From an optimization exercise on the open Yosys and OpenROAD flow, aimed at a short achievable clock period and few clock cycles; shortcuts taken in it are not production practice.
Function was checked by simulation only, so behaviour that the tests miss may differ from the original.
No activity file was given, so power comes from the tool's default toggle rates.

==> build 41: inputs <==
==> flow/design.v (excerpt) <==
module pipeCpu (
    input  logic          clk,
    input  logic          arstN,
    output isaPkg::word_t pc,
    input  isaPkg::word_t inst,
    output isaPkg::word_t dataAddress,
    output isaPkg::word_t writeData,
    output logic          memRead,
    output logic          memWrite,
    input  isaPkg::word_t readData
);
Settings: LEC_CHECK=0, ABC_CLOCK_PERIOD_IN_PS=3000, CAP_MARGIN=20, CORE_MARGIN=2, CORE_UTILIZATION=55, PLACE_DENSITY=0.65, SETUP_SLACK_MARGIN=5, SLEW_MARGIN=20, TNS_END_PERCENT=100; clock period 8.5 ns.
run.sh (not shown) runs the stock make flow with config.mk's settings and CLKGATE_MAP_FILE= SYNTH_SCRIPT=/design/flow/synth_recipe.tcl, a recipe that flattens the netlist after the stock synthesis.
==> trial 90 (differences from build 41) <==
--- a/flow/design.v
+++ b/flow/design.v
@@ -175,17 +175,17 @@
         endcase
     end
     assign extImm = dec.zeroExtImm ? {16'h0000, imm} : {{16{imm[15]}}, imm};
     assign destReg = (opcode == isaPkg::RTYPE) ? inst[15:11] : inst[20:16];
     assign jumpTarget = {4'h0, inst[25:0], 2'b00};
 endmodule
 module prefixAdder #(
     parameter int W = 32,
-    parameter int L = 5
+    parameter int L = 5      
 ) (
     input  logic [W-1:0] a,
     input  logic [W-1:0] b,
     input  logic         cin,
     output logic [W-1:0] sum,
     output logic         cout
 );
     logic [W-1:0] p0;
@@ -249,62 +249,60 @@
     localparam logic [5:0] OP_R = 6'h00, OP_J = 6'h02, OP_BEQ = 6'h04, OP_BNE = 6'h05,
                            OP_ADDIU = 6'h09, OP_ANDI = 6'h0c, OP_ORI = 6'h0d,
                            OP_LUI = 6'h0f, OP_LW = 6'h23, OP_SW = 6'h2b;
     localparam logic [5:0] F_JR = 6'h08, F_ADDU = 6'h21, F_SUBU = 6'h23, F_AND = 6'h24,
                            F_OR = 6'h25, F_SLT = 6'h2a;
     localparam bit PRED_BNE = 1'b1;
     logic        dValid;
     logic [31:0] dInst;
+    logic [31:0] dPc;
     logic [31:0] dPc4;
     logic [31:0] dTarget;
     logic        dPredT;
-    logic        eBr, eBeq, ePredT, eJr;
+    logic        eBr, eJr, eWr, eLoad, eStore;
+    logic        eBeq, ePredT, eConst, eZeroKnown, eIsZero;
     logic [31:0] eAltPc;
-    logic        eWr, eLoad, eStore, eConst;
-    logic        eZeroKnown, eIsZero;
     logic [4:0]  eDest;
     logic [31:0] eOpA, eOpB, eSd;
     logic        eFwdAluA, eFwdLdA, eFwdAluB, eFwdLdB, eFwdAluSd, eFwdLdSd;
     logic        eSelAdd, eSelAnd, eSelOr, eSelSlt, eSub;
-    logic        mWr, mLoad, mStore;
+    logic        mWr, mLoad, mStore, mSelLd;
     logic [4:0]  mDest;
     logic [31:0] mAlu, mSd, mAddr;
-    logic        mSelLd;
     logic        wWr;
     logic [4:0]  wDest;
     logic [31:0] wValue;
     logic        exRedirect;
     logic [31:0] exRes;
-    logic        dStall;
-    logic        dJrGo;
-    logic [31:0] dJrTarget;
+    logic        dReplay;
     logic        dBrFix;
     logic [31:0] dBrFixTarget;
+    logic        dJrGo;
     logic        dConstWr;
     logic [4:0]  dDest;
     logic [31:0] dImm;
     logic [31:0] mValue;
-    logic [31:0] pc4, pcNext, fBrTarget, fJTarget;
+    logic [31:0] pc4, pcIf, pcNext, fBrTarget, fJTarget;
     logic [5:0]  fOp;
     logic [4:0]  fRs, fRt;
     logic        fIsJ, fIsBeq, fIsBne, fSame, fIsJr;
     logic        fBrUncond, fBrNever, fPredT, fJrC;
+    logic [15:0] fLoSum;
+    logic        fLoCarry;
     logic [13:0] fHi, fHiP, fHiM, fHiSel;
     assign pc4 = pc + 32'd4;
     assign fOp = inst[31:26];
     assign fRs = inst[25:21];
     assign fRt = inst[20:16];
     assign fIsJ   = fOp == OP_J;
     assign fIsBeq = fOp == OP_BEQ;
     assign fIsBne = fOp == OP_BNE;
     assign fIsJr  = fOp == OP_R && inst[5:0] == F_JR;
     assign fSame  = fRs == fRt;
-    logic [15:0] fLoSum;
-    logic        fLoCarry;
     prefixAdder #(.W(16), .L(4)) fTargetAdd (
         .a    (pc[17:2]),
         .b    (inst[15:0]),
         .cin  (1'b1),
         .sum  (fLoSum),
         .cout (fLoCarry)
     );
     assign fHi    = pc[31:18];
@@ -312,56 +310,58 @@
     assign fHiM   = fHi - 14'd1;
     assign fHiSel = inst[15] ? (fLoCarry ? fHi : fHiM) : (fLoCarry ? fHiP : fHi);
     assign fBrTarget = {fHiSel, fLoSum, 2'b00};
     assign fJTarget  = {pc4[31:28], inst[25:0], 2'b00};
     assign fBrUncond = fIsBeq & fSame;
     assign fBrNever  = fIsBne & fSame;
     assign fPredT    = (fIsBeq | fIsBne) & !fSame & (inst[15] | (PRED_BNE & fIsBne));
     assign fJrC      = fIsJr & dConstWr & (dDest == fRs);
-    logic [31:0] pcIf, pcId;
     always_comb begin
         if (fIsJ)                       pcIf = fJTarget;
         else if (fBrUncond | fPredT)    pcIf = fBrTarget;
         else if (fJrC)                  pcIf = dImm;
         else                            pcIf = pc4;
-        pcId   = dStall ? pc : dBrFixTarget;
-        pcNext = exRedirect ? eAltPc : (dStall | dBrFix) ? pcId : pcIf;
+        if (exRedirect)                 pcNext = eAltPc;
+        else if (dReplay)               pcNext = dPc;
+        else if (dBrFix)                pcNext = dBrFixTarget;
+        else                            pcNext = pcIf;
     end
     always_ff @(posedge clk or negedge arstN) begin
         if (!arstN) begin
             pc <= 32'h0000_0000;
         end else begin
             pc <= pcNext;
         end
     end
     always_ff @(posedge clk or negedge arstN) begin
         if (!arstN) begin
             dValid <= 1'b0;
-        end else if (exRedirect | dJrGo | dBrFix) begin
+        end else if (exRedirect | dReplay | dBrFix | dJrGo) begin
             dValid <= 1'b0;
-        end else if (!dStall) begin
+        end else begin
             dValid <= !(fIsJ | fBrUncond | fBrNever | fJrC);
         end
     end
     always_ff @(posedge clk) begin
-        if (!dStall) begin
-            dInst   <= inst;
-            dPc4    <= pc4;
-            dTarget <= fBrTarget;
-            dPredT  <= fPredT;
-        end
+        dInst   <= inst;
+        dPc     <= pc;
+        dPc4    <= pc4;
+        dTarget <= fBrTarget;
+        dPredT  <= fPredT;
     end
     logic [5:0]  dOp, dFn;
     logic [4:0]  dRs, dRt, dRd;
     logic        dIsR, dAddu, dSubu, dAnd, dOr, dSlt, dJr;
     logic        dAddiu, dAndi, dOri, dLui, dLw, dSw, dBeq, dBne, dRAlu;
-    logic        dWr, dUseRs, dUseRt, dUseImm;
-    logic [31:0] rfRs, rfRt, rsVal, rtVal;
-    logic        eHitRs, eHitRt, jrWait, subLoad, go;
+    logic        dWr, dUseImm;
+    logic [31:0] rfRs, rfRt, rsVal, rtVal, rsValOld;
+    logic        eHitRs, eHitRt, mHitRs, mHitRt, wHitRs, wHitRt;
+    logic        jrWait, subLoad, go;
+    logic [31:0] dJrTarget;
     assign dOp = dInst[31:26];
     assign dFn = dInst[5:0];
     assign dRs = dInst[25:21];
     assign dRt = dInst[20:16];
     assign dRd = dInst[15:11];
     assign dIsR   = dOp == OP_R;
     assign dAddu  = dIsR && dFn == F_ADDU;
     assign dSubu  = dIsR && dFn == F_SUBU;
@@ -375,18 +375,16 @@
     assign dLui   = dOp == OP_LUI;
     assign dLw    = dOp == OP_LW;
     assign dSw    = dOp == OP_SW;
     assign dBeq   = dOp == OP_BEQ;
     assign dBne   = dOp == OP_BNE;
     assign dRAlu  = dAddu | dSubu | dAnd | dOr | dSlt;
     assign dDest   = dRAlu ? dRd : dRt;
     assign dWr     = dValid & (dRAlu | dAddiu | dAndi | dOri | dLui | dLw) & (dDest != 5'd0);
-    assign dUseRs  = dRAlu | dJr | dAddiu | dAndi | dOri | dLw | dSw | dBeq | dBne;
-    assign dUseRt  = dRAlu | dBeq | dBne;
     assign dUseImm = dAddiu | dAndi | dOri | dLui | dLw | dSw;
     assign dImm    = dLui ? {dInst[15:0], 16'h0000} :
                      (dAndi | dOri) ? {16'h0000, dInst[15:0]} :
                      {{16{dInst[15]}}, dInst[15:0]};
     assign dConstWr = dWr & (dLui | ((dAddiu | dOri) & dRs == 5'd0));
     regFile regs (
         .clk         (clk),
         .arstN       (arstN),
@@ -394,38 +392,38 @@
         .readReg2    (dRt),
         .writeReg    (wDest),
         .writeEnable (wWr),
         .writeData   (wValue),
         .readData1   (rfRs),
         .readData2   (rfRt)
     );
     assign mValue = mSelLd ? readData : mAlu;
-    assign rsVal = (dRs == 5'd0) ? 32'd0 :
-                   (mWr && mDest == dRs) ? mValue :
-                   (wWr && wDest == dRs) ? wValue : rfRs;
-    assign rtVal = (dRt == 5'd0) ? 32'd0 :
-                   (mWr && mDest == dRt) ? mValue :
-                   (wWr && wDest == dRt) ? wValue : rfRt;
     assign eHitRs = eWr && eDest == dRs;
     assign eHitRt = eWr && eDest == dRt;
+    assign mHitRs = mWr && mDest == dRs;
+    assign mHitRt = mWr && mDest == dRt;
+    assign wHitRs = wWr && wDest == dRs;
+    assign wHitRt = wWr && wDest == dRt;
+    assign rsValOld = (dRs == 5'd0) ? 32'd0 : wHitRs ? wValue : rfRs;
+    assign rsVal = (dRs != 5'd0 && mHitRs) ? mValue : rsValOld;
+    assign rtVal = (dRt == 5'd0) ? 32'd0 : mHitRt ? mValue : wHitRt ? wValue : rfRt;
     assign jrWait  = dJr && eHitRs && !eConst;
     assign subLoad = (dSubu || dSlt) && eLoad && eHitRt;
-    assign dStall  = dValid && (jrWait || subLoad);
-    assign dJrGo   = dValid && dJr && !jrWait && !exRedirect;
+    assign dReplay = dValid && (jrWait || subLoad);
+    assign dJrGo   = dValid && dJr && !jrWait;
     assign dJrTarget = eHitRs ? eOpB : rsVal;
-    assign go = dValid && !exRedirect && !dStall;
+    assign go = dValid && !exRedirect && !dReplay;
     logic [31:0] zA, zB;
     logic        dResZero;
-    assign zA = rsVal;
+    assign zA = rsValOld;
     assign zB = dImm;
     assign dResZero = ~|((zA ^ zB) ^ {zA[30:0] | zB[30:0], 1'b0});
     logic dBrZeroReg, dBrTaken;
-    assign dBrZeroReg = (dRs == 5'd0 && eWr && eDest == dRt) ||
-                        (dRt == 5'd0 && eWr && eDest == dRs);
+    assign dBrZeroReg = (dRs == 5'd0 && eHitRt) || (dRt == 5'd0 && eHitRs);
     assign dBrTaken   = dBeq ? eIsZero : !eIsZero;
     assign dBrFix     = dValid && (dBeq || dBne) && dBrZeroReg && eZeroKnown &&
                         (dBrTaken != dPredT) && !exRedirect;
     assign dBrFixTarget = dPredT ? dPc4 : dTarget;
     always_ff @(posedge clk or negedge arstN) begin
         if (!arstN) begin
             eBr    <= 1'b0;
             eJr    <= 1'b0;
@@ -436,86 +434,80 @@
             eBr    <= go && (dBeq || dBne) && !(dBrZeroReg && eZeroKnown);
             eJr    <= go && dJr;
             eWr    <= go && dWr;
             eLoad  <= go && dLw;
             eStore <= go && dSw;
         end
     end
     always_ff @(posedge clk) begin
-        eBeq      <= dBeq;
-        ePredT    <= dPredT;
-        eAltPc    <= dJr ? dJrTarget : dPredT ? dPc4 : dTarget;
-        eConst    <= dConstWr;
-        eZeroKnown <= dAddiu && !eHitRs;
-        eIsZero   <= dResZero;
-        eDest     <= dDest;
-        eOpA      <= dLui ? 32'd0 : rsVal;
-        eOpB      <= dUseImm ? dImm : rtVal;
-        eSd       <= rtVal;
-        eFwdAluA  <= !dLui && eHitRs && !eLoad;
-        eFwdLdA   <= !dLui && eHitRs && eLoad;
-        eFwdAluB  <= !dUseImm && eHitRt && !eLoad;
-        eFwdLdB   <= !dUseImm && eHitRt && eLoad;
-        eFwdAluSd <= eHitRt && !eLoad;
-        eFwdLdSd  <= eHitRt && eLoad;
-        eSelAdd   <= dAddu | dSubu | dAddiu | dLw | dSw;
-        eSelAnd   <= dAnd | dAndi;
-        eSelOr    <= dOr | dOri | dLui;
-        eSelSlt   <= dSlt;
-        eSub      <= dSubu | dSlt;
+        eBeq       <= dBeq;
+        ePredT     <= dPredT;
+        eAltPc     <= dJr ? dJrTarget : dPredT ? dPc4 : dTarget;
+        eConst     <= dConstWr;
+        eZeroKnown <= dAddiu && !eHitRs && !(dRs != 5'd0 && mHitRs);
+        eIsZero    <= dResZero;
+        eDest      <= dDest;
+        eOpA       <= dLui ? 32'd0 : rsVal;
+        eOpB       <= dUseImm ? dImm : rtVal;
+        eSd        <= rtVal;
+        eFwdAluA   <= !dLui && eHitRs && !eLoad;
+        eFwdLdA    <= !dLui && eHitRs && eLoad;
+        eFwdAluB   <= !dUseImm && eHitRt && !eLoad;
+        eFwdLdB    <= !dUseImm && eHitRt && eLoad;
+        eFwdAluSd  <= eHitRt && !eLoad;
+        eFwdLdSd   <= eHitRt && eLoad;
+        eSelAdd    <= dAddu | dSubu | dAddiu | dLw | dSw;
+        eSelAnd    <= dAnd | dAndi;
+        eSelOr     <= dOr | dOri | dLui;
+        eSelSlt    <= dSlt;
+        eSub       <= dSubu | dSlt;
     end
-    logic [31:0] exAe, exBe, exA, exB, exBx, exSum, exSd;
+    logic [31:0] exAe, exBe, exA, exB, exBx, exSum, exSd, exLogic;
     logic        exSlt, exEq, exTaken;
     assign exAe = eFwdAluA ? mAlu : eOpA;
     assign exBe = eFwdAluB ? mAlu : eOpB;
     assign exA  = eFwdLdA ? readData : exAe;
     assign exB  = eFwdLdB ? readData : exBe;
     assign exSd = eFwdLdSd ? readData : eFwdAluSd ? mAlu : eSd;
     assign exBx = eFwdLdB ? readData : (exBe ^ {32{eSub}});
     prefixAdder #(.W(32), .L(5)) exAdd (
         .a    (exA),
         .b    (exBx),
         .cin  (eSub),
         .sum  (exSum),
         .cout ()
     );
-    logic [31:0] exLogic;
     assign exSlt   = (exA[31] ^ exB[31]) ? exA[31] : exSum[31];
     assign exLogic = ({32{eSelAnd}} & (exA & exB)) |
                      ({32{eSelOr}}  & (exA | exB)) |
                      {31'd0, eSelSlt & exSlt};
     assign exRes   = ({32{eSelAdd}} & exSum) | exLogic;
     assign exEq    = ~|(exA ^ exB);
     assign exTaken = eBeq ? exEq : !exEq;
     assign exRedirect = (eBr && (exTaken != ePredT)) || eJr;
     always_ff @(posedge clk or negedge arstN) begin
         if (!arstN) begin
             mWr    <= 1'b0;
             mLoad  <= 1'b0;
             mStore <= 1'b0;
+            mAddr  <= '0;
         end else begin
             mWr    <= eWr;
             mLoad  <= eLoad;
             mStore <= eStore;
+            mAddr  <= exRes;
         end
     end
     always_ff @(posedge clk) begin
         mDest  <= eDest;
         mAlu   <= exRes;
         mSd    <= exSd;
         mSelLd <= eLoad;
     end
-    always_ff @(posedge clk or negedge arstN) begin
-        if (!arstN) begin
-            mAddr <= '0;
-        end else begin
-            mAddr <= exRes;
-        end
-    end
     assign dataAddress = mAddr;
     assign writeData   = mSd;
     assign memRead     = mLoad;
     assign memWrite    = mStore;
     always_ff @(posedge clk or negedge arstN) begin
         if (!arstN) begin
             wWr <= 1'b0;
         end else begin
==> flow/flow/run.sh (new file) <==
#!/bin/bash
set -euo pipefail
bash standard.sh finish SETUP_SLACK_MARGIN=5.6 > make.log 2>&1
==> flow/standard.sh (new file) <==
#!/bin/bash
# synth_recipe.tcl (not shown) runs the flow's synth.tcl, then flattens the netlist and writes it again
# the make line also repeats each setting of config.mk as NAME=value (left out here)
make -C /OpenROAD-flow-scripts/flow DESIGN_CONFIG=/design/flow/config.mk WORK_HOME=/design/flow/orfs CLKGATE_MAP_FILE= SYNTH_SCRIPT=/design/flow/synth_recipe.tcl "${@:-finish}"
removed: flow/run.sh
==> comparison table <==
Post-Route Skew: trial 90 0.0256 ns; build 41 0.0268 ns
Part of the total power dissipated in combinational logic: trial 90 0.198; build 41 0.183
Result of the run: trial 90 complete, no violations; build 41 complete, no violations
Pint: trial 90 14.0 mW; build 41 13.5 mW
Reg power frac: trial 90 0.434; build 41 0.449
Antenna diode count: trial 90 1; build 41 0
Kind of launch point of the worst setup path: trial 90 flop; build 41 input pin
Number of flip-flops and latches: trial 90 1478; build 41 1458
Worst Setup Slack post-DPL: trial 90 2.36 ns; build 41 2.29 ns
Buf/Inv on CP: trial 90 0; build 41 5
Number of well taps: trial 90 1742; build 41 1755
Cts bufs inserted: trial 90 158; build 41 157
Via-per-instance ratio: trial 90 6.91; build 41 6.94
Count of cell instances traversed by the critical path: trial 90 9; build 41 16
Average routed wire per standard cell: trial 90 35.6 um; build 41 35.5 um
Testbench counts of build 41, summed over its fixed seeds: cycles 108,947.
Testbench counts of trial 90, summed over its fixed seeds: cycles 109,069.

==> separate check: timing with driven ports <==
No port has a modelled driver above. Below, the same layouts with a new extraction and two added sets of constraints.
Step 1, drivers: a clkbuf_16 drives clk and a buf_2 each remaining input, both assumed.
Step 2 times the ports against the registers' clock, not the clock port: input delays grow and output delays shrink by t, the midpoint of the rising clock arrivals with the driver on.
Slacks: ideal ports / drivers / drivers and shift; pairs: ideal ports / drivers.
run	t (ns)	slack for setup (ns)	latest minus earliest clock arrival (ns)	worst data-port slew with drivers (ns)	cell pins on the clock port's net
build 41	0.877	4.635 / 4.667 / 3.791	0.030 / 0.029	0.13	1
trial 90	0.866	4.568 / 4.568 / 3.788	0.030 / 0.030	0.09	1
After both steps every run listed still meets setup and hold. For build 41, which loses most, drivers alone change the setup slack by +0.032 ns; drivers and shift together by -0.844 ns.
